From an optimization exercise on the open Yosys and OpenROAD flow, aimed at a short achievable clock period and few clock cycles; shortcuts taken in it are not production practice.
At most, simulation tests tie the RTL to the original design; equivalence was not proved.
Power and IR drop assume default switching activity.

JK:
// axiToAhbBridge
module axiToAhbBridge (
    input  wire                                 ACLK,
    input  wire                                 rst,
    input  wire                                 awValid,
    output logic                                awReady,
    input  wire [axiAhbPkg::IdWidth-1:0]        awId,
    input  wire [axiAhbPkg::AddrWidth-1:0]      awAddr,
    input  wire [axiAhbPkg::BeatIdxWidth-1:0]   awLen,
    input  wire axiAhbPkg::axiSize_e            awSize,
    input  wire                                 wValid,
    output logic                                wReady,
    input  wire [axiAhbPkg::DataWidth-1:0]      wData,
    input  wire                                 wLast,
    output logic                                bValid,
    input  wire                                 bReady,
    output logic [axiAhbPkg::IdWidth-1:0]       bId,
    output axiAhbPkg::axiResp_e                 bResp,
    input  wire                                 arValid,
    output logic                                arReady,
    input  wire [axiAhbPkg::IdWidth-1:0]        arId,
    input  wire [axiAhbPkg::AddrWidth-1:0]      arAddr,
    input  wire [axiAhbPkg::BeatIdxWidth-1:0]   arLen,
    input  wire axiAhbPkg::axiSize_e            arSize,
    output logic                                rValid,
    input  wire                                 rReady,
    output logic [axiAhbPkg::IdWidth-1:0]       rId,
    output logic [axiAhbPkg::DataWidth-1:0]     rData,
    output axiAhbPkg::axiResp_e                 rResp,
    output logic                                rLast,
    output logic [axiAhbPkg::AddrWidth-1:0]     hAddr,
    output logic                                hWrite,
    output logic [2:0]                          hSize,
    output axiAhbPkg::ahbTrans_e                hTrans,
    output logic [axiAhbPkg::DataWidth-1:0]     hWData,
    input  wire [axiAhbPkg::DataWidth-1:0]      hRData,
    input  wire                                 hReady,
    input  wire                                 hResp
);
Settings: LEC_CHECK=0, ABC_CLOCK_PERIOD_IN_PS=2000, CAP_MARGIN=20, CORE_MARGIN=2, CORE_UTILIZATION=55, SETUP_SLACK_MARGIN=3.3, SLEW_MARGIN=20; clock period 5.5 ns.
run.sh (not shown) runs the stock make flow with config.mk's settings and CLKGATE_MAP_FILE= SYNTH_SCRIPT=/design/flow/synth_recipe.tcl, a recipe that flattens the netlist after the stock synthesis.
Here is what was changed in the inputs of MS compared with JK.
--- a/flow/design.v
+++ b/flow/design.v
@@ -167,47 +167,45 @@
     assign arIdS   = arFullQ ? arIdQ   : arId;
     assign arAddrS = arFullQ ? arAddrQ : arAddr;
     assign arLenS  = arFullQ ? arLenQ  : arLen;
     assign arSizeS = arFullQ ? arSizeQ : arSize;
     logic                 wIn;
     logic                 wAvail;
     logic [DataWidth-1:0] wHead;
     assign wIn    = wValid && !wFullQ;
     assign wAvail = !wEmpty || wIn;
     assign wHead  = wEmpty ? wData : wBuf[wRd];
     logic credOK;
-    assign credOK = rCnt[0];
+    assign credOK = rCnt[0] || rCnt[1];
     logic canUpd;
     logic endB;
     logic wrSel;
     logic startWr;
     logic startRd;
     logic pres;
     logic presWr;
     assign canUpd  = !hTransQ || hReady;
     assign endB    = hTransQ && hLastQ;
     assign wrSel   = awAvail && !wrBusy;
     assign startWr = !bAct && wrSel;
     assign startRd = !bAct && !wrSel && arAvail && !rdBusy;
     always_comb
     begin
         if (bAct)
             pres = !endB && (hWriteI ? wAvail : credOK);
         else if (wrSel)
             pres = awAvail && wAvail;
         else
             pres = arAvail && !rdBusy;
     end
     assign presWr = canUpd && pres && (bAct ? hWriteI : wrSel);
-    logic popEn;
-    assign popEn = bAct ? (canUpd && !endB && hWriteI) : wrSel;
     logic rdDone;
     logic wrDoneBeat;
     assign rdDone     = dpAct && !dpWr && hReady;
     assign wrDoneBeat = dpAct && dpWr && hReady;
     logic rOutFree;
     logic rEmpty;
     logic rPop;
     logic rPush;
     assign rOutFree = !rValidQ || rReady;
     assign rEmpty   = rCnt[0];
     assign rPop     = rOutFree && !rEmpty;
@@ -283,36 +281,33 @@
         end
         else
         begin
             awReadyQ <= awFullQ ? startWr : (!awValid || startWr);
             arReadyQ <= arFullQ ? startRd : (!arValid || startRd);
             awFullQ  <= awFullQ ? !startWr : (awValid && !startWr);
             arFullQ  <= arFullQ ? !startRd : (arValid && !startRd);
             if (wIn)
                 wWr <= !wWr;
             if (presWr)
                 wRd <= !wRd;
-            if (wEmpty)
+            if (wIn && !presWr)
             begin
-                wEmpty <= !(wIn && !popEn);
+                wEmpty  <= 1'b0;
+                wReadyQ <= wEmpty;
+                wFullQ  <= !wEmpty;
             end
-            else if (wFullQ)
+            else if (presWr && !wIn)
             begin
-                wFullQ  <= !popEn;
-                wReadyQ <= popEn;
-            end
-            else
-            begin
-                wEmpty  <= !wIn && popEn;
-                wFullQ  <= wIn && !popEn;
-                wReadyQ <= !(wIn && !popEn);
+                wEmpty  <= !wFullQ;
+                wReadyQ <= 1'b1;
+                wFullQ  <= 1'b0;
             end
             if (canUpd)
             begin
                 hTransQ <= pres;
                 if (bAct)
                     bAct <= !endB;
                 else
                     bAct <= startWr || startRd;
             end
             if (hReady)
                 dpAct <= hTransQ;
@@ -326,25 +321,25 @@
                 bValidQ <= 1'b0;
             if (startRd)
                 rdBusy <= 1'b1;
             else if (rValidQ && rReady && rLastI)
                 rdBusy <= 1'b0;
             if (rOutFree)
                 rValidQ <= !rEmpty || rdDone;
             if (rPop)
                 rRd <= rRd + 2'd1;
             if (rPush)
                 rWr <= rWr + 2'd1;
-            if (rdDone && !rOutFree)
+            if (rPush && !rPop)
                 rCnt <= {rCnt[3:0], 1'b0};
-            else if (!rEmpty && rOutFree && !rdDone)
+            else if (rPop && !rPush)
                 rCnt <= {1'b0, rCnt[4:1]};
         end
     end
     always_ff @(posedge ACLK)
     begin
         if (!awFullQ)
         begin
             awIdQ   <= awId;
             awAddrQ <= awAddr;
             awLenQ  <= awLen;
             awSizeQ <= awSize;
@@ -399,23 +394,24 @@
         end
         if (startWr)
             errAcc <= 1'b0;
         else if (wrDoneBeat)
             errAcc <= errAcc || hResp;
         if (wrDoneBeat && dpLast && !bValidQ)
             bErrQ <= errAcc || hResp;
         bErrO <= (wrDoneBeat && dpLast) ? (errAcc || hResp) : bErrQ;
         wrIdO <= startWr ? awIdS : wrId;
         rdIdO <= startRd ? arIdS : rdId;
         hTransO <= canUpd ? (pres && !rst) : hTransQ;
-        rBuf[rWr] <= {hRData, hResp, dpLast};
+        if (rPush)
+            rBuf[rWr] <= {hRData, hResp, dpLast};
         if (rLoadNew)
             {rDataI, rErrI, rLastI} <= rNext;
         if (hReady && hTransQ && hWriteI)
             hWDataS <= wdPend;
         hAddrO  <= canUpd ? hAddrN : hAddrI;
         hSizeO  <= canUpd ? hSizeN : hSizeI;
         hWriteO <= canUpd ? hWriteN : hWriteI;
         hWDataO <= hReady ? wdPend : hWDataS;
         {rDataO, rErrO, rLastO} <= rOutFree ? rNext : {rDataI, rErrI, rLastI};
     end
 endmodule
Findings:
- Both conditions hold for MS: the flow ran to the end and the final layout passed the timing, design-rule and antenna checks.
- Count of placed standard cells in the final layout, fillers left out went down by a few percent going from JK to MS.
- JK vs MS, capture point of the worst path: hWData[0] vs rResp[1]
- Area of all placed cells without fillers: MS vs JK up 0.61%
- | wire length | MS vs JK | better |
- Portion of total power attributed to sequential cells: MS < JK
- MS vs JK, sum of met3 wire segment lengths after detailed routing went up by 110 microns.
- Diff JK -> MS: via count fell about 2.3%, final clock period utilization by the worst path closely matched the old numbers, cell count after synthesis moved down.
- First-pass GRT wire length ends up lower on MS.
- On maximum achievable frequency, JK and MS are basically level.
- Delta (MS minus JK): minimum clock period after layout closely matched the old numbers, global-route usage dropped 0.29 points.
- [MS] sequential group power rose about 3% relative to JK
- A uppermost layer routed of met5 is what JK shows, while met4 belongs to MS.
Testbench counts of MS, summed over its fixed seeds: cycles 21,232.
Function not checked in JK: the RTL went through the layout flow alone.

-- port drivers added, routing unchanged --
In the flow no input, the clock included, has a driving cell. The finished layouts below were timed again as built, in two steps. Step 1 (the two cells are an assumption about what drives the block):
set clk [get_ports {ACLK}]
set_driving_cell -lib_cell sky130_fd_sc_hd__clkbuf_16 $clk
set_driving_cell -lib_cell sky130_fd_sc_hd__buf_2 [delete_from_list [all_inputs] $clk]
Step 2 times the ports against the registers' clock, not the clock port: input delays grow and output delays shrink by t, the midpoint of the rising clock arrivals with the driver on. Slacks: ideal / step 1 / step 2; pairs: ideal / step 1.
| run | shift t [ns] | slack for setup (ns) | hold slack, ns | worst setup path at the end | cell pins on the clock port's net |
|---|---|---|---|---|---|
| JK | 0.651 | 3.328 / 3.272 / 2.723 | 0.440 / 0.440 / 0.440 | input to register | 1 |
| MS | 0.643 | 3.331 / 3.277 / 2.733 | 0.444 / 0.444 / 0.444 | input to register | 1 |
After both steps setup and hold are still met in every run listed. For JK, which loses most, drivers alone change the setup slack by -0.056 ns; drivers and shift together by -0.605 ns.
